What follows belongs to an exercise in optimizing a design on an open flow for small area; a production flow would make more cautious choices. At most, simulation tests tie the RTL to the original design; equivalence was not proved. No functional check of the RTL was part of run 1. No activity file was given, so power comes from the tool's default toggle rates.

File: flow/config.mk
export PLATFORM = sky130hd
export DESIGN_NAME = exe_top
export DESIGN_NICKNAME = exe_top
export VERILOG_FILES = /design/flow/design.v
export SDC_FILE = /design/flow/constraint.sdc
export NUM_CORES = 4
export LEC_CHECK = 0
export ABC_AREA = 1
export CAP_MARGIN = 0
export CORE_AREA = 5 5 145 145
export CTS_BUF_LIST = sky130_fd_sc_hd__clkbuf_8
export DIE_AREA = 0 0 150 150
export GPL_TIMING_DRIVEN = 0
export SETUP_SLACK_MARGIN = 0.15
export SLEW_MARGIN = 0
export TNS_END_PERCENT = 5
File: flow/constraint.sdc
create_clock -name core_clock -period 8.0 [get_ports {clk}]
set_input_delay 1.6000 -clock core_clock [delete_from_list [all_inputs] [get_ports {clk}]]
set_output_delay 1.6000 -clock core_clock [all_outputs]
set_load 0.01 [all_outputs]
File: flow/design.v
package riscv_pkg;
  localparam int ALU     = 0;
  localparam int SFT     = 1;
  localparam int BU      = 2;
  localparam int LSU     = 3;
  localparam int NB_UNIT = 4;
  localparam int ADD  = 0;
  localparam int SUB  = 1;
  localparam int AND  = 2;
  localparam int OR   = 3;
  localparam int XOR  = 4;
  localparam int SLT  = 5;
  localparam int SLTU = 6;
  localparam int SLL  = 7;
  localparam int SRL  = 8;
  localparam int SRA  = 9;
  localparam int BEQ  = 10;
  localparam int BNE  = 11;
  localparam int BLT  = 12;
  localparam int BGE  = 13;
  localparam int JAL  = 14;
  localparam int JALR = 15;
  localparam int LD   = 16;
  localparam int ST   = 17;
  localparam int NB_OPERATION = 18;
  localparam int SZ_B = 0;
  localparam int SZ_H = 1;
  localparam int SZ_W = 2;
  typedef struct packed {
    logic [32-1:0]        pc;
    logic                    rd_v;
    logic [5-1:0]     rd_adr;
    logic [32:0]          rs1_data;
    logic [32:0]          rs2_data;
    logic [32-1:0]        immediat;
    logic [2:0]              access_size;
    logic                    unsign_extension;
    logic [NB_UNIT-1:0]      unit;
    logic [NB_OPERATION-1:0] operation;
  } dec_exe_t;
  typedef struct packed {
    logic             adr_v;
    logic [32-1:0] adr;
    logic             is_store;
    logic [32-1:0] store_data;
    logic [2:0]       access_size;
  } mem_req_t;
  typedef struct packed {
    logic                v;
    logic [5-1:0] adr;
    logic [32-1:0]    data;
  } wbk_t;
  typedef struct packed {
    logic [32-1:0] pc;
    logic             branch_instr;
    logic             feedback;
    logic             success;
    logic             failed;
  } pred_fb_t;
endpackage
`timescale 1ns/1ps
import riscv_pkg::*;
module exe_top (
  input  logic                     clk,
  input  logic                     reset_n,
  input  logic [32-1:0]         dec_pc_i,
  input  logic                     dec_rd_v_i,
  input  logic [5-1:0]      dec_rd_adr_i,
  input  logic [32:0]           dec_rs1_data_i,
  input  logic [32:0]           dec_rs2_data_i,
  input  logic [32-1:0]         dec_immediat_i,
  input  logic [2:0]               dec_access_size_i,
  input  logic                     dec_unsign_extension_i,
  input  logic [NB_UNIT-1:0]       dec_unit_i,
  input  logic [NB_OPERATION-1:0]  dec_operation_i,
  input  logic                     pred_v_i,
  input  logic                     pred_is_taken_i,
  input  logic [32-1:0]         load_data_i,
  output logic                     mem_adr_v_o,
  output logic [32-1:0]         mem_adr_o,
  output logic                     mem_is_store_o,
  output logic [32-1:0]         mem_store_data_o,
  output logic [2:0]               mem_access_size_o,
  output logic                     exe_fwd_v_o,
  output logic [5-1:0]      exe_fwd_adr_o,
  output logic [32-1:0]         exe_fwd_data_o,
  output logic                     wbk_v_o,
  output logic [5-1:0]      wbk_adr_o,
  output logic [32-1:0]         wbk_data_o,
  output logic                     flush_v_q_o,
  output logic [32-1:0]         pc_data_q_o,
  output logic [32-1:0]         pred_fb_pc_o,
  output logic                     pred_fb_branch_instr_o,
  output logic                     pred_fb_feedback_o,
  output logic                     pred_fb_success_o,
  output logic                     pred_fb_failed_o
);
  logic [32-1:0] rs1, rs2, imm, pc;
  logic [NB_OPERATION-1:0] op;
  assign rs1 = dec_rs1_data_i[32-1:0];
  assign rs2 = dec_rs2_data_i[32-1:0];
  assign imm = dec_immediat_i;
  assign pc  = dec_pc_i;
  assign op  = dec_operation_i;
  logic             flush_q;
  logic             flush_dly_q;
  logic             wbk_v_q;
  logic [5-1:0] wbk_adr_q;
  logic [32-1:0] wbk_data_q;
  logic [32-1:0] pc_data_q;
  logic             bi_q, fb_q, ok_q, ko_q;
  function automatic logic [32:0] add_cla(input logic [32-1:0] p,
                                             input logic [32-1:0] g,
                                             input logic cin);
    logic [32-1:0] s;
    logic [32/2:0] bc;
    logic             c, gk, pk;
    bc[0] = cin;
    for (int k = 0; k < 32/2; k++) begin
      gk = 1'b0;
      pk = 1'b1;
      c  = bc[k];
      for (int i = 2*k; i < 2*k+2; i++) begin
        s[i] = p[i] ^ c;
        c    = g[i] | (p[i] & c);
        gk   = g[i] | (p[i] & gk);
        pk   = pk & p[i];
      end
      bc[k+1] = gk | (pk & bc[k]);
    end
    add_cla = {bc[32/2], s};
  endfunction
  function automatic logic [32:0] add_cla_fast(input logic [32-1:0] p,
                                                  input logic [32-1:0] g,
                                                  input logic cin);
    logic [32-1:0] s;
    logic [32/8:0] bc;
    logic             gk, pk;
    bc[0] = cin;
    for (int k = 0; k < 32/8; k++) begin
      gk = 1'b0;
      pk = 1'b1;
      for (int i = 8*k; i < 8*k+8; i++) begin
        s[i] = p[i] ^ (gk | (pk & bc[k]));
        gk   = g[i] | (p[i] & gk);
        pk   = pk & p[i];
      end
      bc[k+1] = gk | (pk & bc[k]);
    end
    add_cla_fast = {bc[32/8], s};
  endfunction
  function automatic logic [32-1:0] inc4(input logic [32-1:0] a);
    logic bc, pk;
    bc = 1'b1;
    inc4[1:0] = a[1:0];
    for (int k = 0; k < 4; k++) begin
      pk = 1'b1;
      for (int i = 2 + 8*k; i < 10 + 8*k && i < 32; i++) begin
        inc4[i] = a[i] ^ (bc & pk);
        pk      = pk & a[i];
      end
      bc = bc & pk;
    end
  endfunction
  function automatic logic [32-1:0] dec4(input logic [32-1:0] a);
    logic bb, zk;
    bb = 1'b1;
    dec4[1:0] = a[1:0];
    for (int k = 0; k < 4; k++) begin
      zk = 1'b1;
      for (int i = 2 + 8*k; i < 10 + 8*k && i < 32; i++) begin
        dec4[i] = a[i] ^ (bb & zk);
        zk      = zk & ~a[i];
      end
      bb = bb & zk;
    end
  endfunction
  logic cancel;
  assign cancel = flush_q | flush_dly_q;
  logic             use_imm, use_pc, jal, jalr, jump;
  logic [32-1:0] opa, opb;
  logic [32:0]   sum;
  assign jal     = op[JAL];
  assign jalr    = op[JALR];
  assign jump    = jal | jalr;
  assign use_imm = dec_unit_i[LSU] | dec_unit_i[BU];
  assign use_pc  = dec_unit_i[BU] & ~jalr;
  logic [32-1:0] rs1_rev;
  always_comb begin
    for (int i = 0; i < 32; i++) rs1_rev[i] = rs1[32-1-i];
  end
  assign opa = ({32{use_pc}} & pc) | ({32{op[SLL]}} & rs1_rev) | ({32{~use_pc & ~op[SLL]}} & rs1);
  assign opb = ({32{use_imm}} & imm) | ({32{~use_imm & ~op[SUB]}} & rs2)
             | ({32{~use_imm & op[SUB]}} & ~rs2);
  logic [32-1:0] ap, ag;
  assign ap  = opa ^ opb;
  assign ag  = opa & opb;
  assign sum = add_cla_fast(ap, ag, op[SUB]);
  logic [32-1:0] cx;
  logic [32:0]   cdiff;
  logic less, equal, taken;
  assign cx    = rs1 ^ rs2;
  assign cdiff = add_cla(~cx, rs1 & ~rs2, 1'b1);
  assign less  = (dec_rs1_data_i[32] ^ dec_rs2_data_i[32]) ? dec_rs1_data_i[32] : ~cdiff[32];
  assign equal = cx == '0;
  assign taken = (op[BEQ] & equal) | (op[BNE] & ~equal) | (op[BLT] & less) | (op[BGE] & ~less);
  logic [32-1:0] pc_inc;
  assign pc_inc = inc4(pc);
  logic [32-1:0] sh_in, sh_out, sh_rev;
  logic             sh_fill;
  assign sh_in = opa;
  assign sh_fill = op[SRA] & rs1[32-1];
  logic [32:0] sh_tmp;
  assign sh_tmp = $signed({sh_fill, sh_in}) >>> rs2[4:0];
  assign sh_out = sh_tmp[32-1:0];
  always_comb begin
    for (int i = 0; i < 32; i++) sh_rev[i] = sh_out[32-1-i];
  end
  logic [32-1:0] ld;
  logic             ld_fill;
  assign ld_fill = ~dec_unsign_extension_i
                 & (dec_access_size_i[SZ_B] ? load_data_i[7] : load_data_i[15]);
  assign ld[7:0]   = load_data_i[7:0];
  assign ld[15:8]  = dec_access_size_i[SZ_B] ? {8{ld_fill}} : load_data_i[15:8];
  assign ld[31:16] = dec_access_size_i[SZ_W] ? load_data_i[31:16] : {16{ld_fill}};
  logic [32-1:0] res;
  assign res = ({32{op[ADD] | op[SUB]}} & sum[32-1:0])
             | ({32{op[AND] | op[OR]}} & ag)
             | ({32{op[XOR] | op[OR]}} & ap)
             | {{(32-1){1'b0}}, (op[SLT] | op[SLTU]) & less}
             | ({32{op[SLL]}} & sh_rev)
             | ({32{op[SRL] | op[SRA]}} & sh_out)
             | ({32{dec_unit_i[BU]}} & pc_inc)
             | ({32{op[LD]}} & ld);
  logic bu_en, pred_ok, fwd_v;
  assign bu_en   = dec_unit_i[BU] & ~cancel;
  assign pred_ok = pred_v_i & (pred_is_taken_i == (taken | jump));
  assign fwd_v   = dec_rd_v_i & ~cancel;
  assign mem_adr_v_o       = dec_unit_i[LSU] & ~cancel;
  assign mem_is_store_o    = op[ST] & ~cancel;
  assign mem_adr_o         = sum[32-1:0];
  assign mem_store_data_o  = rs2;
  assign mem_access_size_o = dec_access_size_i;
  assign exe_fwd_v_o    = fwd_v;
  assign exe_fwd_adr_o  = dec_rd_adr_i;
  assign exe_fwd_data_o = res;
  always_ff @(posedge clk or negedge reset_n) begin
    if (!reset_n) begin
      wbk_v_q     <= 1'b0;
      flush_q     <= 1'b0;
      flush_dly_q <= 1'b0;
      bi_q        <= 1'b0;
      fb_q        <= 1'b0;
      ok_q        <= 1'b0;
      ko_q        <= 1'b0;
    end else begin
      wbk_v_q     <= fwd_v;
      flush_q     <= bu_en & ~pred_ok;
      flush_dly_q <= flush_q;
      bi_q        <= bu_en;
      fb_q        <= bu_en & pred_v_i;
      ok_q        <= bu_en & pred_ok;
      ko_q        <= bu_en & (pred_v_i ? ~pred_ok : (taken | jump));
    end
  end
  always_ff @(posedge clk) begin
    wbk_adr_q  <= dec_rd_adr_i;
    wbk_data_q <= res;
    pc_data_q  <= (taken | jump) ? {sum[32-1:1], sum[0] & ~jalr} : pc_inc;
  end
  assign wbk_v_o                = wbk_v_q;
  assign wbk_adr_o              = wbk_adr_q;
  assign wbk_data_o             = wbk_data_q;
  assign flush_v_q_o            = flush_q;
  assign pc_data_q_o            = pc_data_q;
  assign pred_fb_pc_o           = dec4(wbk_data_q);
  assign pred_fb_branch_instr_o = bi_q;
  assign pred_fb_feedback_o     = fb_q;
  assign pred_fb_success_o      = ok_q;
  assign pred_fb_failed_o       = ko_q;
endmodule
File: flow/flow/run.sh
#!/bin/bash
# Standard ORFS layout (the standard.sh), with the port buffers and the
# synthesis pass-through buffers made from the smallest buffer cell.
bash standard.sh \
  BUFFER_PORTS_ARGS="-buffer_cell sky130_fd_sc_hd__buf_1" \
  MIN_BUF_CELL_AND_PORTS="sky130_fd_sc_hd__buf_1 A X" \
  finish > standard.log 2>&1
File: flow/standard.sh
#!/bin/bash
# synth_recipe.tcl (not shown) runs the flow's synth.tcl, then flattens the netlist and writes it again
# the make line also repeats each setting of config.mk as NAME=value (left out here)
make -C /OpenROAD-flow-scripts/flow DESIGN_CONFIG=/design/flow/config.mk WORK_HOME=/design/flow/orfs CLKGATE_MAP_FILE= SYNTH_SCRIPT=/design/flow/synth_recipe.tcl "${@:-finish}"
==> results.yml, run 1 <==
global_routing:
  grt.total_usage_pct: 43.3
  grt_first_pass_wirelength_mm: 72.9
  grt_pass1_vias: 12300
  overflow: 0
  grt_max_degree: 18
  antenna_found_initial: 1
floorplanning:
  fp.dieW_um: 150
  die_y_um: 150
  initial_core_util_pct: 48.4
  rows: 51
  ios: 412
  dieArea_sq_mm: 0.0225
  core_sq_mm: 0.0194
placed_design:
  pre_cts_ws_ps: -1440
  port_buffers: 404
  gp_congestion: 1.11
  hpwlAfterDp_mm: 43.8
  place_area_sq_mm: 0.0112
  dp_cells: 2218
synth:
  synth_edf_count: 0
  synth_area_sq_mm: 0.00938
  synth.most_common_cell: "nand2_1"
  synth_mux_area_share_pct: 2.13
  ys_types: 48
  avgSynthCellArea_sq_um: 6.06
  yosys-top-cells-count: "420 x nand2_1, 209 x o21ai_0, 197 x inv_1, 84 x ha_1, 81 x a21oi_1"
  ys.flop_type: "dfxtp_1"
  syn-instance-count: 1549
  synthSimpleGateAreaFrac_pct: 24.3
  synth-warning-count: 1
  synthTopCellsByArea: "nand2_1 17%, dfxtp_1 15%, ha_1 11%"
  synth_compound_area_share_pct: 28.0
  synth_top_family_by_area: "compound AO/OA/AOI/OAI gates"
  ys_async_sr_fraction_pct: 9.21
  yosysTopAreaCell: "nand2_1"
  ys_ff_latch: 76
  yosys.area.top_type_share_pct: 16.8
  yosysSeqAreaShare_pct: 16.6
  synth_fa_ha_area_share_pct: 12.1
  synth_xor_area_share_pct: 3.63
timing:
  finalSetupTns_ps: 0
  timing.hold.ws_ps: 405
  layout_min_cycle_time_ps: 7800
  final_hold_viol_count: 0
  fmax_ghz: 0.128
  worst_slack_ps: 199
  slew_headroom_pct: 42.8
  drv_slew: 0
  rsz0062_at_grt: "yes"
  setup_viol: 0
  worst_pin_slew_ps: 857
  post-route-period-util_pct: 97.5
  finalClockSkew_ps: 8.46
critical_path:
  worstSetupEndpointType: "output pin"
  worstPathArrival_ps: 6200
  cpPeakStageDelay_ps: 390
  slowest_stage: "fa_2"
  start_kind: "primary input"
  required_ps: 6400
  path_class: "in2out"
  crit_path_max_fanout: 10
  crit_top_cell: "nand2_1"
power:
  leakagePower_nw: 5.64
  powerDensity_mw_per_mm2: 165
  vdd_ir_drop_max_uv: 73.2
cts:
  numCtsBuffers: 9
  clkTransAtPathRegs_ps: 100
  cts.sinks: 76
  clk_latency_ps: 380
  htreeDepth: 3
  root_buffer: "clkbuf_8"
  clock_path_buffers: 2
  tritoncts: "done"
final_layout:
  fin_area_sq_mm: 0.0120
  drive_above_1_share_pct: 8.36
  fin_nets: 2279
  diodes: 0
  area_growth_pct: 28.2
  fill_cells: 1976
  fin_cells: 2263
drt:
  drcViolationCount: 0
  dr_total_vias: 13500
  wire_per_inst_um: 22.9
  wl_mm: 51.9
  drtAntennaViolNets: 0
  drt_pass1_iterations: 7
  drtIter0Drc: 1806
  vias_per_cell: 5.95
status:
  status: "timing/DRC/antenna clean"
run:
  drv_cap: 0
min_path:
  hold_class: "reg2reg"
[power breakdown]
group          switching, mW  total (mW)  internal (mW)
sequential            0.0352       0.498          0.463
combinational          0.805        1.18          0.371
clock                  0.180       0.305          0.125
total                   1.02        1.98          0.959
[path summary, 6_finish.rpt]
kind	start	end	slack, ps	cells past startpoint
max	dec_unit_i[2]	exe_fwd_data_o[25]	200	36
min	flush_q	flush_dly_q	400	0
max reg2reg	flush_q	ok_q	6950	5
min reg2reg	flush_q	flush_dly_q	400	0
max in group asynchronous	reset_n	ko_q	6640	1
min in group asynchronous	reset_n	fb_q	1090	1
[kinds of logic after synthesis]
kind of cell    Yosys count
buf+inv                 333
simple gates            560
mux                      20
flops                    76
compound gates          434
xor+xnor                 38
fa+ha+maj                88
[layer usage]
layer,GRT usage (%),vias to the layer above,routed length (um)
li1,-,6036,-
met4,23.4,2,3390
met2,68.2,1126,22400
met5,0,-,7
met3,11.2,233,7010
met1,54.0,6073,19100
[flip-flops by register name (all words and copies together), names as in the netlist]
signal	flops
flush_q	1
ko_q	1
wbk_data_q	32
fb_q	1
pc_data_q	32
flush_dly_q	1
wbk_v_q	1
wbk_adr_q	5
bi_q	1
ok_q	1
[placed cells by master, fill, tap and decap left out, drive strengths merged, types with 5 or more instances in the layout]
cell,netlist,routed
o22ai,9,9
dfrtp,7,7
nand3,28,28
clkbuf,72,85
dfxtp,69,69
a21oi,81,81
buf,46,475
a22oi,10,10
o2111ai,13,13
mux2i,20,20
a211oi,6,6
a22o,13,13
o221ai,9,9
xor2,30,30
nor2,84,84
o211ai,49,49
nand2,424,424
xnor2,8,8
a2111o,5,5
a221oi,16,16
inv,210,217
ha,84,84
o21ai,209,209
nand4,11,11
nor3,7,7
[worst max-delay path: cells and delay by family]
kind	cells	cell delay (ps)
AOI/OAI and AO/OA	4	980
xor gates and xnor gates	1	190
adders and majority gates	2	730
buffers and inverters	5	680
and+or+nand+nor	24	2000
[metrics by stage]
stage,utilization (%),total power [mW]
after floorplan,-,1.13
after global placement,57.9,1.57
after detailed placement,57.9,1.58
after CTS,60.5,1.91
after global routing,62.0,2.08
final,62.0,1.98
[final cells by class]
| cell class | count | area [sq um] | area share [%] |
|---|---|---|---|
| buffer | 118 | 579 | 4.82 |
| clock inverter | 7 | 76.3 | 0.635 |
| tap | 265 | 332 | 2.76 |
| clock buffer | 9 | 124 | 1.03 |
| multi-input combinational | 1140 | 6790 | 56.5 |
| sequential | 76 | 1560 | 12.9 |
| inverter | 215 | 818 | 6.81 |
| timing repair buffer | 433 | 1750 | 14.6 |
[what timing repair did]
action,4_1_cts,5_1_grt
setup buffers,12,16
gates cloned,0,0
pin swaps,5,19
hold endpoints to repair,0,0
resized for setup,64,70
endpoints found under the setup margin,44,8
hold buffers,0,0
==> inputs of run 2 (changes only) <==
--- a/flow/design.v
+++ b/flow/design.v
@@ -153,9 +153,9 @@
     logic bc, pk;
     bc = 1'b1;
     inc4[1:0] = a[1:0];
-    for (int k = 0; k < 4; k++) begin
+    for (int k = 0; k < 8; k++) begin
       pk = 1'b1;
-      for (int i = 2 + 8*k; i < 10 + 8*k && i < 32; i++) begin
+      for (int i = 2 + 4*k; i < 6 + 4*k && i < 32; i++) begin
         inc4[i] = a[i] ^ (bc & pk);
         pk      = pk & a[i];
       end
@@ -166,9 +166,9 @@
     logic bb, zk;
     bb = 1'b1;
     dec4[1:0] = a[1:0];
-    for (int k = 0; k < 4; k++) begin
+    for (int k = 0; k < 8; k++) begin
       zk = 1'b1;
-      for (int i = 2 + 8*k; i < 10 + 8*k && i < 32; i++) begin
+      for (int i = 2 + 4*k; i < 6 + 4*k && i < 32; i++) begin
         dec4[i] = a[i] ^ (bb & zk);
         zk      = zk & ~a[i];
       end
@@ -185,11 +185,7 @@
   assign jump    = jal | jalr;
   assign use_imm = dec_unit_i[LSU] | dec_unit_i[BU];
   assign use_pc  = dec_unit_i[BU] & ~jalr;
-  logic [32-1:0] rs1_rev;
-  always_comb begin
-    for (int i = 0; i < 32; i++) rs1_rev[i] = rs1[32-1-i];
-  end
-  assign opa = ({32{use_pc}} & pc) | ({32{op[SLL]}} & rs1_rev) | ({32{~use_pc & ~op[SLL]}} & rs1);
+  assign opa = use_pc ? pc : rs1;
   assign opb = ({32{use_imm}} & imm) | ({32{~use_imm & ~op[SUB]}} & rs2)
              | ({32{~use_imm & op[SUB]}} & ~rs2);
   logic [32-1:0] ap, ag;
@@ -208,7 +204,9 @@
   assign pc_inc = inc4(pc);
   logic [32-1:0] sh_in, sh_out, sh_rev;
   logic             sh_fill;
-  assign sh_in = opa;
+  always_comb begin
+    for (int i = 0; i < 32; i++) sh_in[i] = op[SLL] ? rs1[32-1-i] : rs1[i];
+  end
   assign sh_fill = op[SRA] & rs1[32-1];
   logic [32:0] sh_tmp;
   assign sh_tmp = $signed({sh_fill, sh_in}) >>> rs2[4:0];
==> flow/flow/run.sh (replaced) <==
#!/bin/bash
# Standard ORFS layout (the standard.sh), with the port buffers and the
# synthesis pass-through buffers made from the smallest buffer cell, and the
# buffers ABC inserts removed at floorplan (repair_design re-buffers).
bash standard.sh \
  BUFFER_PORTS_ARGS="-buffer_cell sky130_fd_sc_hd__buf_1" \
  MIN_BUF_CELL_AND_PORTS="sky130_fd_sc_hd__buf_1 A X" \
  REMOVE_ABC_BUFFERS=1 \
  finish > standard.log 2>&1
--- a/flow/config.mk
+++ b/flow/config.mk
@@ -6,7 +6,7 @@
 export NUM_CORES = 4
 export LEC_CHECK = 0
 export ABC_AREA = 1
-export CAP_MARGIN = 0
+export CAP_MARGIN = 5
 export CORE_AREA = 5 5 145 145
 export CTS_BUF_LIST = sky130_fd_sc_hd__clkbuf_8
 export DIE_AREA = 0 0 150 150
==> results.yml, run 2 <==
drt:
  drcViolationCount: 0
  vias_per_cell: 5.60
  wl_mm: 41.7
  drt_pass1_iterations: 5
  drtIter0Drc: 1032
  dr_total_vias: 11900
  wire_per_inst_um: 19.6
  drtAntennaViolNets: 0
final_layout:
  drive_above_1_share_pct: 5.64
  fin_nets: 2144
  multi_input_area_sq_mm: 0.00679
  final_cell_mix: "418 x nand2_1, 398 x buf_1, 190 x o21ai_0"
  fin_area_sq_mm: 0.0114
  area_growth_pct: 20.0
  fill_cells: 2023
  mostFrequentLayoutCell: "nand2_1"
  diodes: 0
  final-seq-area_sq_mm: 0.00156
  top_regs: "pc_data_q: 32 flops, wbk_data_q: 32 flops, wbk_adr_q: 5 flops"
cts:
  clock_path_buffers: 2
  tritoncts: "done"
  cts.sinks: 76
  htreeDepth: 3
  numCtsBuffers: 9
  clk_latency_ps: 380
  clkTransAtPathRegs_ps: 90
  root_buffer: "clkbuf_8"
critical_path:
  worstSetupEndpointType: "output pin"
  start_kind: "primary input"
  worstPathArrival_ps: 6010
  crit_top_cell: "nand2_2"
  cp_top_family: "simple AND/OR/NAND/NOR gates"
  required_ps: 6400
  slowest_stage: "fa_1"
  crit_buf_inv: 5
  crit_path_max_fanout: 17
  cpPeakStageDelay_ps: 610
  path_class: "in2out"
timing:
  fmax_ghz: 0.131
  drv_slew: 15
  slew_headroom_pct: -2.12
  rsz0062_at_grt: "yes"
  post-route-period-util_pct: 95.1
  finalSetupTns_ps: 0
  finalClockSkew_ps: 0.779
  setup_viol: 0
  final_hold_viol_count: 0
  worst_pin_slew_ps: 1530
  worst_slack_ps: 392
  layout_min_cycle_time_ps: 7610
placed_design:
  gp_congestion: 0.973
  hpwlAfterDp_mm: 33.4
  place_area_sq_mm: 0.0110
  pre_cts_ws_ps: -1690
  port_buffers: 407
synth:
  ys_async_sr_fraction_pct: 9.21
  syn-instance-count: 1541
  ys_ff_latch: 76
  ys_types: 62
  yosys.area.top_type_share_pct: 16.6
  yosys-top-cells-count: "421 x nand2_1, 191 x o21ai_0, 189 x inv_1, 84 x ha_1, 73 x a21oi_1"
  ys.flop_type: "dfxtp_1"
  synth-warning-count: 1
  synth.most_common_cell: "nand2_1"
  synthTopCellsByArea: "nand2_1 17%, dfxtp_1 15%, ha_1 11%"
  avgSynthCellArea_sq_um: 6.17
  synth_area_sq_mm: 0.00951
  synth_edf_count: 0
  yosysTopAreaCell: "nand2_1"
  yosysSeqAreaShare_pct: 16.4
power:
  leakagePower_nw: 5.43
  clkPwrFrac_pct: 19.0
  power_frac_comb_pct: 54.5
  switchingPower_mw: 0.889
  swShare_pct: 47.7
  powerDensity_mw_per_mm2: 164
  vdd_ir_drop_max_uv: 77.1
  p_int_mw: 0.976
  p_seq_share_pct: 26.5
floorplanning:
  fp.dieW_um: 150
  initial_core_util_pct: 49.0
  ios: 412
  dieArea_sq_mm: 0.0225
  core_sq_mm: 0.0194
  rows: 51
  die_y_um: 150
global_routing:
  antenna_found_initial: 0
  grt_max_degree: 55
  overflow: 0
  grt.total_usage_pct: 34.6
  grt_first_pass_wirelength_mm: 60.1
  grt_pass1_vias: 10700
status:
  violations: "capacitance limit, slew limit"
  status: "failed layout checks"
min_path:
  hold_class: "reg2reg"
run:
  drv_cap: 1
run 2: power groups by stage:
| stage | Combinational [mW] | Sequential (mW) | Clock, mW |
|---|---|---|---|
| after CTS | 0.988 | 0.495 | 0.359 |
| final | 1.02 | 0.494 | 0.354 |
| after global routing | 1.12 | 0.502 | 0.372 |
| after floorplan | 0.538 | 0.543 | 0 |
| after global placement | 0.970 | 0.501 | 0 |
| after detailed placement | 0.979 | 0.504 | 0 |
run 2: worst paths after layout:
path,startpoint,endpoint,slack (ps),depth (start not counted)
max,dec_unit_i[2],exe_fwd_data_o[24],390,33
min,flush_q,flush_dly_q,410,0
max reg2reg,flush_q,fb_q,6900,5
min reg2reg,flush_q,flush_dly_q,410,0
max in group asynchronous,reset_n,wbk_v_q,6620,1
min in group asynchronous,reset_n,ok_q,1100,1
run 2: cell families (layout without fill, tap and decap cells):
kind of cell,after synthesis,count (layout),synth area share [%]
AO/OA/AOI/OAI,394,394,25.0
XOR/XNOR,51,51,4.86
buffers and inverters,323,644,13.1
multiplexers,31,31,3.29
AND/OR/NAND/NOR,578,579,25.4
adder cells (fa/ha/maj),88,88,11.9
flip-flops,76,76,16.4
run 2: layout make-up:
type / instances / share of cell area [%]
timing repair inverter: 2 / 0.0878
sequential: 76 / 13.6
tap: 265 / 2.91
inverter: 205 / 6.82
clock buffer: 9 / 1.09
timing repair buffer: 421 / 15.0
multi-input combinational: 1143 / 59.5
clock inverter: 7 / 0.911
run 2: routing by layer:
layer / vias up / track usage (%) / part of all wire, %
li1: 5721 / - / -
met1: 5394 / 47.0 / 41
met2: 720 / 56.8 / 46
met3: 83 / 6.15 / 10
met4: 0 / 8.87 / 2.4
met5: - / 0 / 0
run 2: timing repair:
item / 4_1_cts / 5_1_grt
buffers inserted: 5 / 5
resized for setup: 16 / 23
gates cloned: 1 / 2
setup endpoints to repair: 55 / 22
hold endpoints to repair: 0 / 0
hold buffers: 0 / 0
pin swaps: 2 / 9
run 2: stage by stage:
stage | util, % | total power, mW | instances | hold WS, ps
after floorplan | - | 1.08 | 1423 | 435
after global placement | 56.1 | 1.47 | 2095 | 387
after detailed placement | 56.5 | 1.48 | 2099 | 392
after CTS | 58.2 | 1.84 | 2121 | 414
after global routing | 58.8 | 1.99 | 2128 | 421
final | 58.8 | 1.86 | 2128 | 410
==> inputs of run 3 (changes only) <==
==> flow/flow/run.sh (replaced) <==
#!/bin/bash
# Standard ORFS layout (the standard.sh), with the port buffers and the
# synthesis pass-through buffers made from the smallest buffer cell, the
# buffers ABC inserts removed at floorplan (repair_design re-buffers), and
# no full/half-adder cell extraction before ABC (ABC maps the adders).
bash standard.sh \
  BUFFER_PORTS_ARGS="-buffer_cell sky130_fd_sc_hd__buf_1" \
  MIN_BUF_CELL_AND_PORTS="sky130_fd_sc_hd__buf_1 A X" \
  REMOVE_ABC_BUFFERS=1 \
  ADDER_MAP_FILE= \
  finish > standard.log 2>&1
--- a/flow/config.mk
+++ b/flow/config.mk
@@ -6,7 +6,7 @@
 export NUM_CORES = 4
 export LEC_CHECK = 0
 export ABC_AREA = 1
-export CAP_MARGIN = 5
+export CAP_MARGIN = 0
 export CORE_AREA = 5 5 145 145
 export CTS_BUF_LIST = sky130_fd_sc_hd__clkbuf_8
 export DIE_AREA = 0 0 150 150
==> results.yml, run 3 <==
placed_design:
  gp_congestion: 0.975
  port_buffers: 407
  pre_cts_ws_ps: -642
  hpwlAfterDp_mm: 33.4
  dp_cells: 2245
cts:
  htreeDepth: 3
  cts.sinks: 76
  clk_latency_ps: 390
  root_buffer: "clkbuf_8"
  tritoncts: "done"
  clkTransAtPathRegs_ps: 100
  numCtsBuffers: 9
  clock_path_buffers: 2
floorplanning:
  die_y_um: 150
  core_sq_mm: 0.0194
  ios: 412
  dieArea_sq_mm: 0.0225
  fp.dieW_um: 150
  rows: 51
  initial_core_util_pct: 47.8
power:
  leakagePower_nw: 5.38
  vdd_ir_drop_max_uv: 71.2
  total_power_mw: 1.78
  powerDensity_mw_per_mm2: 159
final_layout:
  drive_above_1_share_pct: 5.79
  top_regs: "pc_data_q: 32 flops, wbk_data_q: 32 flops, wbk_adr_q: 5 flops"
  mostFrequentLayoutCell: "nand2_1"
  final_cell_mix: "608 x nand2_1, 403 x buf_1, 231 x o21ai_0"
  final-seq-area_sq_mm: 0.00156
  fin_cells: 2267
  diodes: 0
  fin_nets: 2195
  multi_input_area_sq_mm: 0.00659
  fill_cells: 2146
  area_growth_pct: 20.2
synth:
  synth-warning-count: 1
  yosysTopAreaCell: "nand2_1"
  ys_types: 51
  synth_compound_area_share_pct: 25.7
  syn-instance-count: 1688
  ys_async_sr_fraction_pct: 9.21
  yosys-top-cells-count: "610 x nand2_1, 231 x o21ai_0, 184 x inv_1, 90 x nor2_1, 69 x dfxtp_1"
  yosysSeqAreaShare_pct: 16.8
  synth_area_sq_mm: 0.00928
  synth.most_common_cell: "nand2_1"
  synth_mux_area_share_pct: 4.53
  synth_top_family_by_area: "simple AND/OR/NAND/NOR gates"
  avgSynthCellArea_sq_um: 5.50
  ys_ff_latch: 76
  synthTopCellsByArea: "nand2_1 25%, dfxtp_1 15%, o21ai_0 12%"
  synthSimpleGateAreaFrac_pct: 36.0
  ys.flop_type: "dfxtp_1"
  yosys.area.top_type_share_pct: 24.7
  synth_fa_ha_area_share_pct: 0
  synth_xor_area_share_pct: 4.23
  synth_edf_count: 0
drt:
  wl_mm: 40.8
  dr_total_vias: 12200
  drt_pass1_iterations: 7
  vias_per_cell: 5.38
  wire_per_inst_um: 18.0
  drtIter0Drc: 1123
  drcViolationCount: 0
  drtAntennaViolNets: 0
timing:
  slew_headroom_pct: 10.8
  worst_pin_slew_ps: 1340
  setup_viol: 0
  post-route-period-util_pct: 95.0
  final_hold_viol_count: 0
  drv_slew: 0
  finalClockSkew_ps: 0.706
  rsz0062_at_grt: "yes"
  fmax_ghz: 0.132
  worst_slack_ps: 403
  layout_min_cycle_time_ps: 7600
global_routing:
  antenna_found_initial: 0
  grt_pass1_vias: 10900
  overflow: 0
  grt.total_usage_pct: 33.9
  grt_first_pass_wirelength_mm: 59.3
  grt_max_degree: 62
min_path:
  hold_class: "reg2reg"
critical_path:
  worstPathArrival_ps: 6000
  crit_top_cell: "nand2_1"
  startpoint: "dec_operation_i[1]"
  rr_startpoint: "flush_q"
  path_class: "in2out"
  worstSetupEndpointType: "output pin"
  start_kind: "primary input"
  crit_path_max_fanout: 32
  rr_endpoint: "ok_q"
  endpoint: "exe_fwd_data_o[28]"
  r2r_cells: 5
  cpPeakStageDelay_ps: 470
  r2r_setup_slack_ps: 6920
  slowest_stage: "buf_1"
  required_ps: 6400
status:
  status: "timing/DRC/antenna clean"
run:
  drv_cap: 0
## run 3: critical path, delay by kind of cell
kind	cells	cell delay, ps
xor+xnor	1	250
simple gates	21	2340
buf+inv	2	670
compound gates	5	1140
## run 3: area by class of cell
cell class / instances / area share, %
well taps: 265 / 2.97
clock buffers: 10 / 1.23
repair buffers: 416 / 15.2
multi-input cells: 1297 / 59.1
repair inverters: 1 / 0.0449
inverters: 196 / 6.70
clock inverters: 6 / 0.841
flip-flops and latches: 76 / 14.0
## run 3: routing by layer
layer  share of wire [%]  global-route usage (%)  up-vias
met5                   0                       0        -
met4                 2.5                    9.84        0
met3                  11                    7.30       66
met2                  46                    55.4      628
met1                  41                    45.0     5410
li1                    -                       -     6087
## run 3: through the flow
stage / TNS, ps / utilization (%) / cell area (sq um) / hold slack [ps]
after floorplan: 0 / - / 8830 / 435
after global placement: -37120 / 55.1 / 10700 / 384
after detailed placement: -13470 / 55.8 / 10800 / 391
after CTS: 0 / 57.2 / 11100 / 412
after global routing: 0 / 57.5 / 11200 / 427
final: 0 / 57.5 / 11200 / 407
## run 3: timing repair
action	in CTS	in global routing
gates resized for setup	6	10
buffers inserted	3	1
pin swaps	1	1
hold buffers	0	0
setup endpoints to repair	43	27
cloned	1	1
## run 3: logic make-up (layout without fill, tap and decap cells)
kind of cell    Yosys count  after routing
buf+inv                 316            629
compound gates          403            403
simple gates            807            808
mux                      42             42
flops                    76             76
xor+xnor                 44             44
## run 3: where the power goes
part	switching [mW]	internal, mW	leakage, nW
registers	0.0347	0.454	0.667
clock network	0.171	0.187	0.113
logic	0.636	0.294	4.60
## run 3: worst min path at each step
stage,startpoint,end,slack (ps),cells past startpoint
2_1_floorplan,flush_q,flush_dly_q,440,0
3_3_place_gp,flush_q,flush_dly_q,380,0
3_5_place_dp,flush_q,flush_dly_q,390,0
4_1_cts,flush_q,flush_dly_q,410,0
5_1_grt,flush_q,flush_dly_q,430,0
6_report,flush_q,flush_dly_q,410,0
==> inputs of run 4 (changes only) <==
--- a/flow/config.mk
+++ b/flow/config.mk
@@ -11,6 +11,6 @@
 export CTS_BUF_LIST = sky130_fd_sc_hd__clkbuf_8
 export DIE_AREA = 0 0 150 150
 export GPL_TIMING_DRIVEN = 0
-export SETUP_SLACK_MARGIN = 0.15
+export SETUP_SLACK_MARGIN = 0.05
 export SLEW_MARGIN = 0
 export TNS_END_PERCENT = 5
==> results.yml, run 4 <==
status:
  status: "timing/DRC/antenna clean"
timing:
  layout_min_cycle_time_ps: 7710
  final_hold_viol_count: 0
  finalClockSkew_ps: 0.713
  rsz0062_at_grt: "yes"
  post-route-period-util_pct: 96.4
  worst_pin_slew_ps: 1330
  drv_slew: 0
  slew_headroom_pct: 11.6
  setup_viol: 0
  fmax_ghz: 0.130
synth:
  synth-warning-count: 1
  ys_ff_latch: 76
  synthSimpleGateAreaFrac_pct: 36.0
  yosys-top-cells-count: "610 x nand2_1, 231 x o21ai_0, 184 x inv_1, 90 x nor2_1, 69 x dfxtp_1"
  synth_mux_area_share_pct: 4.53
  yosys.area.top_type_share_pct: 24.7
  ys_async_sr_fraction_pct: 9.21
  synth_edf_count: 0
  yosysSeqAreaShare_pct: 16.8
  ys.flop_type: "dfxtp_1"
  synth.most_common_cell: "nand2_1"
  ys_types: 51
  yosysTopAreaCell: "nand2_1"
  avgSynthCellArea_sq_um: 5.50
  synth_top_family_by_area: "simple AND/OR/NAND/NOR gates"
  synthTopCellsByArea: "nand2_1 25%, dfxtp_1 15%, o21ai_0 12%"
  synth_fa_ha_area_share_pct: 0
  synth_xor_area_share_pct: 4.23
  synth_area_sq_mm: 0.00928
  synth_compound_area_share_pct: 25.7
  syn-instance-count: 1688
critical_path:
  cpPeakStageDelay_ps: 360
  start_kind: "primary input"
  crit_buf_inv: 2
  slowest_stage: "o211ai_1"
  startpoint: "dec_unit_i[2]"
  path_class: "in2out"
  worstSetupEndpointType: "output pin"
  crit_path_max_fanout: 32
  rr_startpoint: "flush_q"
  required_ps: 6400
  crit_top_cell: "nand2_1"
  cp_top_family: "simple AND/OR/NAND/NOR gates"
  worstPathArrival_ps: 6110
floorplanning:
  rows: 51
  ios: 412
  initial_core_util_pct: 47.8
  core_sq_mm: 0.0194
  dieArea_sq_mm: 0.0225
  die_y_um: 150
  fp.dieW_um: 150
cts:
  cts.sinks: 76
  clk_latency_ps: 390
  numCtsBuffers: 9
  htreeDepth: 3
  clock_path_buffers: 2
  clkTransAtPathRegs_ps: 100
  root_buffer: "clkbuf_8"
  cts_hold_buf: 0
  tritoncts: "done"
drt:
  drtIter0Drc: 1137
  drtAntennaViolNets: 0
  drt_pass1_iterations: 5
  drcViolationCount: 0
  dr_total_vias: 12100
  vias_per_cell: 5.36
  wl_mm: 40.6
  met2_length_mm: 18.6
  wire_per_inst_um: 17.9
  wl_met3_mm: 4.04
  routed.top_layer: "met4"
  drt-met1-wl_mm: 16.9
power:
  clkPwrFrac_pct: 20.3
  p_seq_share_pct: 27.5
  switchingPower_mw: 0.842
  power_frac_comb_pct: 52.2
  vdd_ir_drop_max_uv: 70.3
  p_int_mw: 0.934
  powerDensity_mw_per_mm2: 160
  swShare_pct: 47.4
  total_power_mw: 1.78
  leakagePower_nw: 5.38
global_routing:
  grt_first_pass_wirelength_mm: 59.3
  antenna_found_initial: 0
  grt_pass1_vias: 10900
  grt.total_usage_pct: 33.9
  overflow: 0
  grt_max_degree: 62
min_path:
  min_from: "flush_q"
  hold_class: "reg2reg"
placed_design:
  gp_congestion: 0.975
  hpwlAfterDp_mm: 33.4
  place_area_sq_mm: 0.0108
  port_buffers: 407
final_layout:
  fill_cells: 2149
  drive_above_1_share_pct: 5.60
  post-route-util_pct: 57.3
  diodes: 0
  final-seq-area_sq_mm: 0.00156
  area_growth_pct: 19.7
  fin_nets: 2193
  fin_area_sq_mm: 0.0111
  mostFrequentLayoutCell: "nand2_1"
  final_cell_mix: "608 x nand2_1, 403 x buf_1, 231 x o21ai_0"
  multi_input_area_sq_mm: 0.00657
  top_regs: "pc_data_q: 32 flops, wbk_data_q: 32 flops, wbk_adr_q: 5 flops"
run:
  drv_cap: 0
-- run 4: cell type report --
| cell class | instances | area share, % |
|---|---|---|
| inverters | 196 | 6.69 |
| well taps | 265 | 2.98 |
| flip-flops and latches | 76 | 14.0 |
| clock buffers | 10 | 1.24 |
| multi-input cells | 1297 | 59.2 |
| clock inverters | 6 | 0.845 |
| repair buffers | 415 | 15.1 |
-- run 4: cells by family after synthesis --
family	Yosys count
compound gates	403
xor+xnor	44
buf+inv	316
flops	76
mux	42
simple gates	807
-- run 4: final timing paths --
check                                          end  slack [ps]  cells past startpoint
worst max register to register                ok_q        6900                      5
worst min register to register         flush_dly_q         410                      0
worst min-delay path                   flush_dly_q         410                      0
max in group asynchronous                  wbk_v_q        6640                      1
worst max-delay path            exe_fwd_data_o[28]         290                     30
min in group asynchronous                     ko_q        1090                      1
-- run 4: power groups by stage --
stage	logic (mW)	clock network (mW)	registers [mW]
detailed placement	0.908	0	0.499
finish	0.926	0.360	0.489
global placement	0.898	0	0.496
floorplan	0.502	0	0.533
CTS	0.914	0.364	0.490
global route	1.02	0.378	0.497
-- run 4: layer usage --
layer	vias to the layer above	global-route usage, %
met5	-	0
met4	0	9.70
met3	71	7.30
met2	612	55.4
met1	5376	45.0
li1	6085	-
-- run 4: timing repair --
action / in CTS / in global routing
buffers inserted: 3 / 0
pin swaps: 1 / 0
gates resized for setup: 5 / 7
endpoints found under the setup margin: 42 / 27
gates cloned: 1 / 0
-- run 4: per-stage QoR --
stage	setup slack, ps	setup TNS (ps)	hold WS (ps)	instances
floorplan	1020	0	435	1568
global placement	-1060	-37120	384	2240
detailed placement	-642	-13470	391	2245
CTS	77.4	0	412	2265
global route	-67.1	-139	427	2265
finish	289	0	407	2265
==> inputs of run 5 (changes only) <==
--- a/flow/config.mk
+++ b/flow/config.mk
@@ -11,6 +11,6 @@
 export CTS_BUF_LIST = sky130_fd_sc_hd__clkbuf_8
 export DIE_AREA = 0 0 150 150
 export GPL_TIMING_DRIVEN = 0
-export SETUP_SLACK_MARGIN = 0.05
+export SETUP_SLACK_MARGIN = 0.0
 export SLEW_MARGIN = 0
 export TNS_END_PERCENT = 5
==> results.yml, run 5 <==
status:
  status: "timing/DRC/antenna clean"
critical_path:
  slowest_stage: "o211ai_1"
  required_ps: 6400
  path_class: "in2out"
  crit_top_cell: "nand2_1"
  startpoint: "dec_unit_i[2]"
  crit_path_max_fanout: 32
  worstPathArrival_ps: 6040
  cpPeakStageDelay_ps: 360
  start_kind: "primary input"
  rr_startpoint: "flush_q"
  worstSetupEndpointType: "output pin"
synth:
  synth_mux_area_share_pct: 4.53
  synthSimpleGateAreaFrac_pct: 36.0
  synth_fa_ha_area_share_pct: 0
  ys.flop_type: "dfxtp_1"
  synth.most_common_cell: "nand2_1"
  avgSynthCellArea_sq_um: 5.50
  synth_area_sq_mm: 0.00928
  synth_edf_count: 0
  ys_types: 51
  yosys.area.top_type_share_pct: 24.7
  yosysTopAreaCell: "nand2_1"
  syn-instance-count: 1688
  yosys-top-cells-count: "610 x nand2_1, 231 x o21ai_0, 184 x inv_1, 90 x nor2_1, 69 x dfxtp_1"
  ys_async_sr_fraction_pct: 9.21
  synth_compound_area_share_pct: 25.7
  synthTopCellsByArea: "nand2_1 25%, dfxtp_1 15%, o21ai_0 12%"
  synth_top_family_by_area: "simple AND/OR/NAND/NOR gates"
  synth_xor_area_share_pct: 4.23
  yosysSeqAreaShare_pct: 16.8
  ys_ff_latch: 76
  synth-warning-count: 1
drt:
  wire_per_inst_um: 17.9
  dr_total_vias: 12100
  vias_per_cell: 5.36
  drtIter0Drc: 1055
  drt_pass1_iterations: 6
  drcViolationCount: 0
  drtAntennaViolNets: 0
  wl_mm: 40.6
min_path:
  min_from: "flush_q"
  hold_class: "reg2reg"
floorplanning:
  fp.dieW_um: 150
  ios: 412
  initial_core_util_pct: 47.8
  dieArea_sq_mm: 0.0225
  die_y_um: 150
  core_sq_mm: 0.0194
  rows: 51
timing:
  setup_viol: 0
  finalClockSkew_ps: 0.707
  drv_slew: 0
  post-route-period-util_pct: 95.5
  slew_headroom_pct: 13.4
  rsz0062_at_grt: "yes"
  fmax_ghz: 0.131
  layout_min_cycle_time_ps: 7640
  final_hold_viol_count: 0
  worst_slack_ps: 361
  finalSetupTns_ps: 0
  worst_pin_slew_ps: 1300
placed_design:
  pre_cts_ws_ps: -642
  port_buffers: 407
  hpwlAfterDp_mm: 33.4
  gp_congestion: 0.975
final_layout:
  final_cell_mix: "608 x nand2_1, 403 x buf_1, 231 x o21ai_0"
  top_regs: "pc_data_q: 32 flops, wbk_data_q: 32 flops, wbk_adr_q: 5 flops"
  area_growth_pct: 19.6
  fin_nets: 2192
  drive_above_1_share_pct: 5.55
  mostFrequentLayoutCell: "nand2_1"
  diodes: 0
global_routing:
  antenna_found_initial: 0
  grt.total_usage_pct: 33.9
  grt_first_pass_wirelength_mm: 59.3
  grt_max_degree: 62
  overflow: 0
  grt_pass1_vias: 10900
run:
  drv_cap: 0
power:
  vdd_ir_drop_max_uv: 70.0
  powerDensity_mw_per_mm2: 160
  leakagePower_nw: 5.37
cts:
  clkTransAtPathRegs_ps: 100
  cts.sinks: 76
  htreeDepth: 3
  clk_latency_ps: 380
  cts_hold_buf: 0
  clock_path_buffers: 2
  root_buffer: "clkbuf_8"
  tritoncts: "done"
  numCtsBuffers: 9
-- run 5: changes by cell type in the layout (fill, tap and decap cells not counted), sizes merged --
cell,previous run,this run
buf,412,411
-- run 5: power breakdown --
group,switching [mW],internal (mW)
Combinational,0.632,0.292
Sequential,0.0349,0.454
Clock,0.171,0.187
Total,0.839,0.933
-- run 5: final cells by class --
cell class / instances / area, sq um
timing repair buffer: 414 / 1670
tap: 265 / 332
multi-input combinational: 1297 / 6570
clock inverter: 6 / 93.8
clock buffer: 10 / 138
sequential: 76 / 1560
fill: 2153 / 8300
inverter: 196 / 741
-- run 5: kinds of logic (layout without fill, tap and decap cells) --
family,Yosys count,count (layout)
flops,76,76
xor+xnor,44,44
compound gates,403,403
simple gates,807,808
mux,42,42
buf+inv,316,626
-- run 5: stage by stage --
| step | hold slack (ps) | util [%] | power, mW | instance area, sq um | cells |
|---|---|---|---|---|---|
| floorplan | 435 | - | 1.03 | 8830 | 1568 |
| global placement | 384 | 55.1 | 1.39 | 10700 | 2240 |
| detailed placement | 391 | 55.8 | 1.41 | 10800 | 2245 |
| CTS | 412 | 57.1 | 1.77 | 11100 | 2262 |
| global route | 427 | 57.2 | 1.89 | 11100 | 2264 |
| finish | 406 | 57.2 | 1.77 | 11100 | 2264 |
-- run 5: path summary, 6_finish.rpt --
check / depth (start not counted) / slack (ps) / endpoint
worst min-delay path: 0 / 410 / flush_dly_q
max in group asynchronous: 1 / 6640 / flush_dly_q
min in group asynchronous: 1 / 1090 / ko_q
worst max register to register: 5 / 6910 / ok_q
worst min register to register: 0 / 410 / flush_dly_q
worst max-delay path: 30 / 360 / exe_fwd_data_o[28]
-- run 5: worst max-delay path: cells and delay by family --
family / cells / cell delay, ps
xor+xnor: 1 / 250
compound gates: 5 / 1200
simple gates: 22 / 2580
buf+inv: 2 / 380
-- run 5: timing repair --
item | 4_1_cts | 5_1_grt
cloned | 1 | 0
pin swaps | 1 | 1
endpoints found under the setup margin | 41 | 27
setup buffers | 0 | 2
gates resized for setup | 6 | 5
-- run 5: routing by layer --
| layer | track usage (%) | up-vias | wire (um) |
|---|---|---|---|
| li1 | - | 6081 | - |
| met1 | 45.0 | 5363 | 16800 |
| met2 | 55.4 | 631 | 18400 |
| met3 | 7.30 | 66 | 4230 |
| met4 | 9.70 | 0 | 1100 |
| met5 | 0 | - | 0 |
==> inputs of run 6 (changes only) <==
--- a/flow/config.mk
+++ b/flow/config.mk
@@ -11,6 +11,7 @@
 export CTS_BUF_LIST = sky130_fd_sc_hd__clkbuf_8
 export DIE_AREA = 0 0 150 150
 export GPL_TIMING_DRIVEN = 0
+export PLACE_DENSITY = 0.7
 export SETUP_SLACK_MARGIN = 0.0
 export SLEW_MARGIN = 0
 export TNS_END_PERCENT = 5
==> results.yml, run 6 <==
cts:
  root_buffer: "clkbuf_8"
  numCtsBuffers: 9
  clock_path_buffers: 2
  cts.sinks: 76
  clkTransAtPathRegs_ps: 90
  tritoncts: "done"
  clk_latency_ps: 390
  htreeDepth: 3
min_path:
  hold_class: "reg2reg"
  hold_end: "flush_dly_q"
  min_from: "flush_q"
  min_path_cells: 0
timing:
  worst_pin_slew_ps: 1280
  slew_headroom_pct: 14.4
  drv_slew: 0
  finalClockSkew_ps: 1.02
  final_hold_viol_count: 0
  timing.hold.ws_ps: 441
  worst_slack_ps: 391
  setup_viol: 0
  fmax_ghz: 0.131
  rsz0062_at_grt: "no"
  post-route-period-util_pct: 95.1
  layout_min_cycle_time_ps: 7610
critical_path:
  crit_path_max_fanout: 33
  slowest_stage: "buf_1"
  worstPathArrival_ps: 6010
  rr_endpoint: "ok_q"
  r2r_cells: 5
  path_class: "in2out"
  startpoint: "dec_rs2_data_i[4]"
  worstSetupEndpointType: "output pin"
  cpPeakStageDelay_ps: 830
  start_kind: "primary input"
  crit_top_cell: "nand2_1"
  required_ps: 6400
  rr_startpoint: "flush_q"
  r2r_setup_slack_ps: 6870
floorplanning:
  die_y_um: 150
  core_sq_mm: 0.0194
  fp.dieW_um: 150
  rows: 51
  dieArea_sq_mm: 0.0225
  ios: 412
  initial_core_util_pct: 47.8
global_routing:
  overflow: 0
  grt_pass1_vias: 10800
  grt_first_pass_wirelength_mm: 61.3
  grt_use_met1_pct: 49.3
  busiest_layer: "met2"
  grt.total_usage_pct: 35.3
  grt_max_degree: 51
  grt_util_met2_pct: 56.9
  antenna_found_initial: 1
  grtUsageMet3_pct: 4.60
power:
  leakagePower_nw: 5.38
  vdd_ir_drop_max_uv: 71.3
  powerDensity_mw_per_mm2: 158
  total_power_mw: 1.76
placed_design:
  port_buffers: 407
  gp_congestion: 0.967
  place_area_sq_mm: 0.0108
  pre_cts_ws_ps: -645
  hpwlAfterDp_mm: 34.2
synth:
  synth_edf_count: 0
  synth.most_common_cell: "nand2_1"
  yosys.area.top_type_share_pct: 24.7
  avgSynthCellArea_sq_um: 5.50
  ys_types: 51
  ys.flop_type: "dfxtp_1"
  ys_ff_latch: 76
  yosys-top-cells-count: "610 x nand2_1, 231 x o21ai_0, 184 x inv_1, 90 x nor2_1, 69 x dfxtp_1"
  yosysTopAreaCell: "nand2_1"
  yosysSeqAreaShare_pct: 16.8
  synth_area_sq_mm: 0.00928
  synth-warning-count: 1
  syn-instance-count: 1688
  ys_async_sr_fraction_pct: 9.21
  synthTopCellsByArea: "nand2_1 25%, dfxtp_1 15%, o21ai_0 12%"
final_layout:
  multi_input_area_sq_mm: 0.00659
  final_cell_mix: "608 x nand2_1, 402 x buf_1, 231 x o21ai_0"
  final-seq-area_sq_mm: 0.00156
  fill_cells: 2160
  drive_above_1_share_pct: 5.70
  top_regs: "pc_data_q: 32 flops, wbk_data_q: 32 flops, wbk_adr_q: 5 flops"
  fin_nets: 2194
  fin_area_sq_mm: 0.0111
  area_growth_pct: 20.1
  mostFrequentLayoutCell: "nand2_1"
drt:
  drtAntennaViolNets: 0
  wl_mm: 42.1
  vias_per_cell: 5.45
  wire_per_inst_um: 18.5
  drcViolationCount: 0
  dr_total_vias: 12400
  drt_pass1_iterations: 6
  drtIter0Drc: 1237
run:
  drv_cap: 0
status:
  status: "timing/DRC/antenna clean"
run 6: cell counts after synthesis:
Identical to the previous run, type by type.
run 6: worst max path at each step:
| stage | end | slack, ps | cells after the start |
|---|---|---|---|
| 2_1_floorplan | exe_fwd_data_o[31] | 1020 | 29 |
| 5_1_grt | exe_fwd_data_o[0] | 30 | 38 |
| 3_3_place_gp | exe_fwd_data_o[7] | -1130 | 13 |
| 4_1_cts | exe_fwd_data_o[28] | 70 | 32 |
| 3_5_place_dp | exe_fwd_data_o[28] | -650 | 32 |
| 6_report | exe_fwd_data_o[0] | 390 | 38 |
run 6: per-layer routing:
layer	vias up	wire, um
li1	6078	-
met4	0	1020
met2	646	19300
met1	5560	17700
met3	73	4050
met5	-	0
run 6: area by class of cell:
type | count | share of cell area [%]
inverter | 196 | 6.67
clock inverter | 6 | 0.629
clock buffer | 10 | 1.24
sequential | 76 | 14.0
tap | 265 | 2.98
multi-input combinational | 1297 | 59.2
antenna | 2 | 0.0449
timing repair buffer | 416 | 15.3
run 6: report_power, final:
| group | switching, mW | total [mW] | leakage [nW] | internal, mW |
|---|---|---|---|---|
| logic | 0.642 | 0.936 | 4.61 | 0.294 |
| clock network | 0.174 | 0.330 | 0.104 | 0.156 |
| registers | 0.0356 | 0.490 | 0.667 | 0.454 |
| total | 0.852 | 1.76 | 5.38 | 0.904 |
run 6: through the flow:
step | instances | setup TNS (ps) | util [%]
5_1_grt | 2267 | 0 | 57.4
6_report | 2268 | 0 | 57.4
4_1_cts | 2263 | 0 | 57.1
3_3_place_gp | 2240 | -36670 | 55.1
2_1_floorplan | 1568 | 0 | -
3_5_place_dp | 2246 | -13900 | 55.9
run 6: cells by family (layout without fill, tap and decap cells):
logic type	count (synthesis)	in the layout	share of synthesized area, %
compound gates	403	403	25.7
other cells	0	2	0
flops	76	76	16.8
xor+xnor	44	44	4.23
simple gates	807	808	36.0
buf+inv	316	628	12.8
mux	42	42	4.53
run 6: timing repair:
| action | CTS | global route |
|---|---|---|
| hold buffers | 0 | 0 |
| endpoints found under the setup margin | 42 | 26 |
| cloned | 1 | 0 |
| buffers inserted | 0 | 3 |
| pin swaps | 1 | 1 |
| gates resized for setup | 6 | 10 |
run 6: worst max-delay path, delay by kind of cell:
kind	cells	cell delay [ps]
AO/OA/AOI/OAI	3	580
AND/OR/NAND/NOR	32	1990
buffers and inverters	3	1810
==> inputs of run 7 (changes only) <==
--- a/flow/config.mk
+++ b/flow/config.mk
@@ -11,7 +11,6 @@
 export CTS_BUF_LIST = sky130_fd_sc_hd__clkbuf_8
 export DIE_AREA = 0 0 150 150
 export GPL_TIMING_DRIVEN = 0
-export PLACE_DENSITY = 0.7
 export SETUP_SLACK_MARGIN = 0.0
 export SLEW_MARGIN = 0
-export TNS_END_PERCENT = 5
+export TNS_END_PERCENT = 0
==> results.yml, run 7 <==
power:
  p_seq_share_pct: 27.6
  vdd_ir_drop_max_uv: 70.0
  total_power_mw: 1.77
  clkPwrFrac_pct: 20.2
  switchingPower_mw: 0.839
  power_frac_comb_pct: 52.2
  p_int_mw: 0.933
  powerDensity_mw_per_mm2: 160
  leakagePower_nw: 5.37
  swShare_pct: 47.3
final_layout:
  drive_above_1_share_pct: 5.55
  area_growth_pct: 19.6
  final_cell_mix: "608 x nand2_1, 403 x buf_1, 231 x o21ai_0"
  fin_nets: 2192
  top_regs: "pc_data_q: 32 flops, wbk_data_q: 32 flops, wbk_adr_q: 5 flops"
  diodes: 0
  multi_input_area_sq_mm: 0.00657
  mostFrequentLayoutCell: "nand2_1"
  post-route-util_pct: 57.2
  fill_cells: 2153
  final-seq-area_sq_mm: 0.00156
synth:
  ys_ff_latch: 76
  avgSynthCellArea_sq_um: 5.50
  ys_types: 51
  synthTopCellsByArea: "nand2_1 25%, dfxtp_1 15%, o21ai_0 12%"
  synth.most_common_cell: "nand2_1"
  syn-instance-count: 1688
  synth_area_sq_mm: 0.00928
  yosysSeqAreaShare_pct: 16.8
  yosys-top-cells-count: "610 x nand2_1, 231 x o21ai_0, 184 x inv_1, 90 x nor2_1, 69 x dfxtp_1"
  synth_edf_count: 0
  yosys.area.top_type_share_pct: 24.7
  synth-warning-count: 1
  ys_async_sr_fraction_pct: 9.21
  ys.flop_type: "dfxtp_1"
  yosysTopAreaCell: "nand2_1"
cts:
  root_buffer: "clkbuf_8"
  numCtsBuffers: 9
  tritoncts: "done"
  clkTransAtPathRegs_ps: 100
  clock_path_buffers: 2
  cts.sinks: 76
  htreeDepth: 3
  clk_latency_ps: 380
  cts_hold_buf: 0
status:
  status: "timing/DRC/antenna clean"
timing:
  finalClockSkew_ps: 0.707
  finalSetupTns_ps: 0
  layout_min_cycle_time_ps: 7640
  timing.hold.ws_ps: 406
  final_hold_viol_count: 0
  rsz0062_at_grt: "yes"
  drv_slew: 0
  worst_pin_slew_ps: 1300
  slew_headroom_pct: 13.4
  fmax_ghz: 0.131
  post-route-period-util_pct: 95.5
  setup_viol: 0
floorplanning:
  initial_core_util_pct: 47.8
  core_sq_mm: 0.0194
  ios: 412
  dieArea_sq_mm: 0.0225
  die_y_um: 150
  rows: 51
  fp.dieW_um: 150
critical_path:
  cpPeakStageDelay_ps: 360
  crit_top_cell: "nand2_1"
  start_kind: "primary input"
  r2r_setup_slack_ps: 6910
  r2r_cells: 5
  crit_path_max_fanout: 32
  worstSetupEndpointType: "output pin"
  crit_buf_inv: 2
  cp_top_family: "simple AND/OR/NAND/NOR gates"
  path_depth: 30
  worstPathArrival_ps: 6040
  required_ps: 6400
  path_class: "in2out"
  slowest_stage: "o211ai_1"
global_routing:
  grt_pass1_vias: 10900
  grtUsageMet3_pct: 7.30
  grt.total_usage_pct: 33.9
  busiest_layer: "met2"
  grt_max_degree: 62
  grt_use_met1_pct: 45.0
  grt_util_met2_pct: 55.4
  grt_first_pass_wirelength_mm: 59.3
  overflow: 0
  antenna_found_initial: 0
min_path:
  hold_class: "reg2reg"
  min_path_cells: 0
run:
  drv_cap: 0
drt:
  drtAntennaViolNets: 0
  drt_pass1_iterations: 6
  wl_mm: 40.6
  dr_total_vias: 12100
  vias_per_cell: 5.36
  drtIter0Drc: 1055
  wire_per_inst_um: 17.9
  drcViolationCount: 0
placed_design:
  port_buffers: 407
  gp_congestion: 0.975
  hpwlAfterDp_mm: 33.4
## run 7: cell counts after synthesis
No cell type changed its count.
## run 7: kinds of logic after synthesis
logic type      Yosys count  synth area share, %
xor+xnor                 44                 4.23
flops                    76                 16.8
simple gates            807                 36.0
mux                      42                 4.53
compound gates          403                 25.7
buf+inv                 316                 12.8
## run 7: path summary, 6_finish.rpt
path | startpoint | end
max | dec_unit_i[2] | exe_fwd_data_o[28]
min | flush_q | flush_dly_q
max reg2reg | flush_q | ok_q
min reg2reg | flush_q | flush_dly_q
max in group asynchronous | reset_n | flush_dly_q
min in group asynchronous | reset_n | ko_q
## run 7: cell type report
cell class	instances	area share, %
Multi-Input combinational cell	1297	59.2
Clock buffer	10	1.24
Inverter	196	6.67
Timing Repair Buffer	414	15.0
Tap cell	265	2.99
Clock inverter	6	0.846
Sequential cell	76	14.0
## run 7: stage by stage
stage / std cells / worst slack (ps) / instance area [sq um]
after floorplan: 1568 / 1020 / 8830
after global placement: 2240 / -1060 / 10700
after detailed placement: 2245 / -642 / 10800
after CTS: 2262 / 89.4 / 11100
after global routing: 2264 / -29.6 / 11100
final: 2264 / 361 / 11100
## run 7: routing by layer
metal  vias to the layer above  wire length (um)  part of all wire (%)
li1                       6081                 -                     -
met1                      5363             16800                    41
met2                       631             18400                    45
met3                        66              4230                    10
met4                         0              1100                   2.7
met5                         -                 0                     0
## run 7: what timing repair did
| action | in CTS | in global routing |
|---|---|---|
| buffers inserted | 0 | 2 |
| endpoints found under the setup margin | 41 | 27 |
| pin swaps | 1 | 1 |
| endpoints found under the hold margin | 0 | 0 |
| gates cloned | 1 | 0 |
| resized for setup | 6 | 5 |
## run 7: power by group through the flow
stage / clock network [mW] / logic [mW] / registers (mW)
final: 0.358 / 0.924 / 0.489
after global routing: 0.378 / 1.02 / 0.497
after CTS: 0.364 / 0.913 / 0.490
after detailed placement: 0 / 0.908 / 0.499
after global placement: 0 / 0.898 / 0.496
after floorplan: 0 / 0.502 / 0.533
==> inputs of run 8 (changes only) <==
--- a/flow/config.mk
+++ b/flow/config.mk
@@ -7,10 +7,10 @@
 export LEC_CHECK = 0
 export ABC_AREA = 1
 export CAP_MARGIN = 0
-export CORE_AREA = 5 5 145 145
+export CORE_AREA = 5 5 150 150
 export CTS_BUF_LIST = sky130_fd_sc_hd__clkbuf_8
-export DIE_AREA = 0 0 150 150
+export DIE_AREA = 0 0 155 155
 export GPL_TIMING_DRIVEN = 0
 export SETUP_SLACK_MARGIN = 0.0
 export SLEW_MARGIN = 0
-export TNS_END_PERCENT = 0
+export TNS_END_PERCENT = 5
==> results.yml, run 8 <==
critical_path:
  endpoint: "exe_fwd_data_o[28]"
  path_class: "in2out"
  worstPathArrival_ps: 6190
  slowest_stage: "inv_4"
  crit_top_cell: "nand2_1"
  startpoint: "dec_unit_i[2]"
  r2r_cells: 5
  crit_path_max_fanout: 34
  start_kind: "primary input"
  r2r_setup_slack_ps: 6850
  worstSetupEndpointType: "output pin"
  cpPeakStageDelay_ps: 350
  required_ps: 6400
  rr_startpoint: "flush_q"
  rr_endpoint: "ok_q"
floorplanning:
  die_y_um: 155
  rows: 53
  initial_core_util_pct: 44.4
  core_sq_mm: 0.0209
  dieArea_sq_mm: 0.0240
  ios: 412
  fp.dieW_um: 155
cts:
  root_buffer: "clkbuf_8"
  clkTransAtPathRegs_ps: 90
  htreeDepth: 3
  numCtsBuffers: 9
  clock_path_buffers: 2
  tritoncts: "done"
  cts_hold_buf: 0
  clk_latency_ps: 370
  cts.sinks: 76
final_layout:
  fin_nets: 2193
  final_cell_mix: "608 x nand2_1, 404 x buf_1, 231 x o21ai_0"
  post-route-util_pct: 53.2
  top_regs: "pc_data_q: 32 flops, wbk_data_q: 32 flops, wbk_adr_q: 5 flops"
  mostFrequentLayoutCell: "nand2_1"
  drive_above_1_share_pct: 5.50
  area_growth_pct: 19.8
global_routing:
  grt.total_usage_pct: 32.5
  overflow: 0
  grt_pass1_vias: 10900
  grt_max_degree: 65
  antenna_found_initial: 3
  grt_first_pass_wirelength_mm: 61.5
run:
  drv_cap: 0
synth:
  ys_types: 51
  synth-warning-count: 1
  synth.most_common_cell: "nand2_1"
  ys_ff_latch: 76
  yosysTopAreaCell: "nand2_1"
  yosys.area.top_type_share_pct: 24.7
  synthTopCellsByArea: "nand2_1 25%, dfxtp_1 15%, o21ai_0 12%"
  yosys-top-cells-count: "610 x nand2_1, 231 x o21ai_0, 184 x inv_1, 90 x nor2_1, 69 x dfxtp_1"
  yosysSeqAreaShare_pct: 16.8
  ys.flop_type: "dfxtp_1"
  synth_area_sq_mm: 0.00928
  synth_edf_count: 0
  ys_async_sr_fraction_pct: 9.21
  syn-instance-count: 1688
  avgSynthCellArea_sq_um: 5.50
drt:
  drtAntennaViolNets: 0
  wl_mm: 41.9
  dr_total_vias: 12200
  wire_per_inst_um: 18.4
  drcViolationCount: 0
  drtIter0Drc: 1274
  vias_per_cell: 5.37
  drt_pass1_iterations: 5
timing:
  setup_viol: 0
  worst_slack_ps: 208
  finalSetupTns_ps: 0
  final_hold_viol_count: 0
  slew_headroom_pct: 13.2
  worst_pin_slew_ps: 1300
  drv_slew: 0
  rsz0062_at_grt: "yes"
  finalClockSkew_ps: 0.625
  fmax_ghz: 0.128
  layout_min_cycle_time_ps: 7790
  post-route-period-util_pct: 97.4
power:
  vdd_ir_drop_max_uv: 83.4
  total_power_mw: 1.78
  powerDensity_mw_per_mm2: 160
  leakagePower_nw: 5.37
status:
  status: "timing/DRC/antenna clean"
placed_design:
  port_buffers: 407
  gp_congestion: 0.974
  pre_cts_ws_ps: -594
  hpwlAfterDp_mm: 34.3
min_path:
  hold_class: "reg2reg"
-- run 8: cell types whose count changed in the layout (fill, tap and decap cells not counted), sizes merged --
cell,delta
diode,+4
buf,+2
clkbuf,-1
-- run 8: through the flow --
step | instance area (sq um) | hold WS [ps] | instances
floorplan | 8830 | 435 | 1568
global route | 11100 | 459 | 2278
CTS | 11100 | 440 | 2272
finish | 11100 | 438 | 2279
global placement | 10700 | 413 | 2250
detailed placement | 10800 | 419 | 2255
-- run 8: area by class of cell --
| cell class | instances | area [sq um] |
|---|---|---|
| sequential | 76 | 1560 |
| clock buffer | 10 | 138 |
| inverter | 196 | 741 |
| clock inverter | 6 | 93.8 |
| antenna | 4 | 10.0 |
| tap | 275 | 344 |
| fill | 2330 | 9780 |
| timing repair buffer | 415 | 1660 |
| multi-input combinational | 1297 | 6570 |
-- run 8: cells by family after synthesis --
kind of cell | synth area share, %
AOI/OAI and AO/OA | 25.7
xor gates and xnor gates | 4.23
buffers and inverters | 12.8
and+or+nand+nor | 36.0
muxes | 4.53
DFF | 16.8
-- run 8: worst min path at each step --
stage / from / endpoint / depth (start not counted)
after floorplan: flush_q / flush_dly_q / 0
after global placement: flush_q / flush_dly_q / 0
after detailed placement: flush_q / flush_dly_q / 0
after CTS: flush_q / flush_dly_q / 0
after global routing: flush_q / flush_dly_q / 0
final: flush_q / flush_dly_q / 0
-- run 8: metal layers --
layer	up-vias	GRT usage (%)	part of all wire (%)
li1	6082	-	-
met1	5479	45.3	42
met2	613	51.6	45
met3	63	5.06	9.6
met4	0	10.3	3.0
met5	-	0	0
-- run 8: power by group --
part | total (mW) | switching (mW) | leakage [nW] | internal (mW)
registers | 0.490 | 0.0359 | 0.667 | 0.454
logic | 0.931 | 0.639 | 4.59 | 0.292
clock network | 0.358 | 0.170 | 0.114 | 0.187
-- run 8: what timing repair did --
item,CTS,global route
pin swaps,1,1
setup buffers,0,3
gates resized for setup,5,3
hold endpoints to repair,0,0
endpoints found under the setup margin,41,26
gates cloned,1,0
-- run 8: critical path, delay by kind of cell --
| kind | cells | cell delay [ps] |
|---|---|---|
| simple gates | 23 | 2460 |
| compound gates | 5 | 900 |
| buf+inv | 4 | 960 |
| xor+xnor | 1 | 260 |

re-timing with driven ports:
The results above use ideal ports. As a check the final layouts listed here were re-extracted and re-timed, cells and wires unchanged. Step 1 (the two cells are an assumption about what drives the block):
set clk [get_ports {clk}]
set_driving_cell -lib_cell sky130_fd_sc_hd__clkbuf_16 $clk
set_driving_cell -lib_cell sky130_fd_sc_hd__buf_2 [delete_from_list [all_inputs] $clk]
Step 2 times the ports against the registers' clock, not the clock port: input delays grow and output delays shrink by t, the midpoint of the rising clock arrivals with the driver on. a / b / c = ideal / step 1 / step 2; a / b = the first two.
run	shift t [ns]	setup WS [ns]	worst register clock-pin slew, ns	worst slew at a driven data input, ns	cell pins on the clock port's net
run 1	0.413	0.199 / 0.176 / 0.176	0.11 / 0.11	0.10	1
run 2	0.417	0.392 / 0.356 / 0.356	0.10 / 0.10	0.06	1
run 3	0.418	0.403 / 0.367 / 0.367	0.10 / 0.10	0.08	1
run 4	0.417	0.289 / 0.264 / 0.264	0.10 / 0.10	0.09	1
run 5	0.417	0.361 / 0.334 / 0.334	0.10 / 0.10	0.08	1
run 6	0.427	0.391 / 0.359 / 0.359	0.10 / 0.10	0.07	1
run 7	0.417	0.361 / 0.334 / 0.334	0.10 / 0.10	0.08	1
run 8	0.403	0.208 / 0.181 / 0.181	0.10 / 0.10	0.08	1
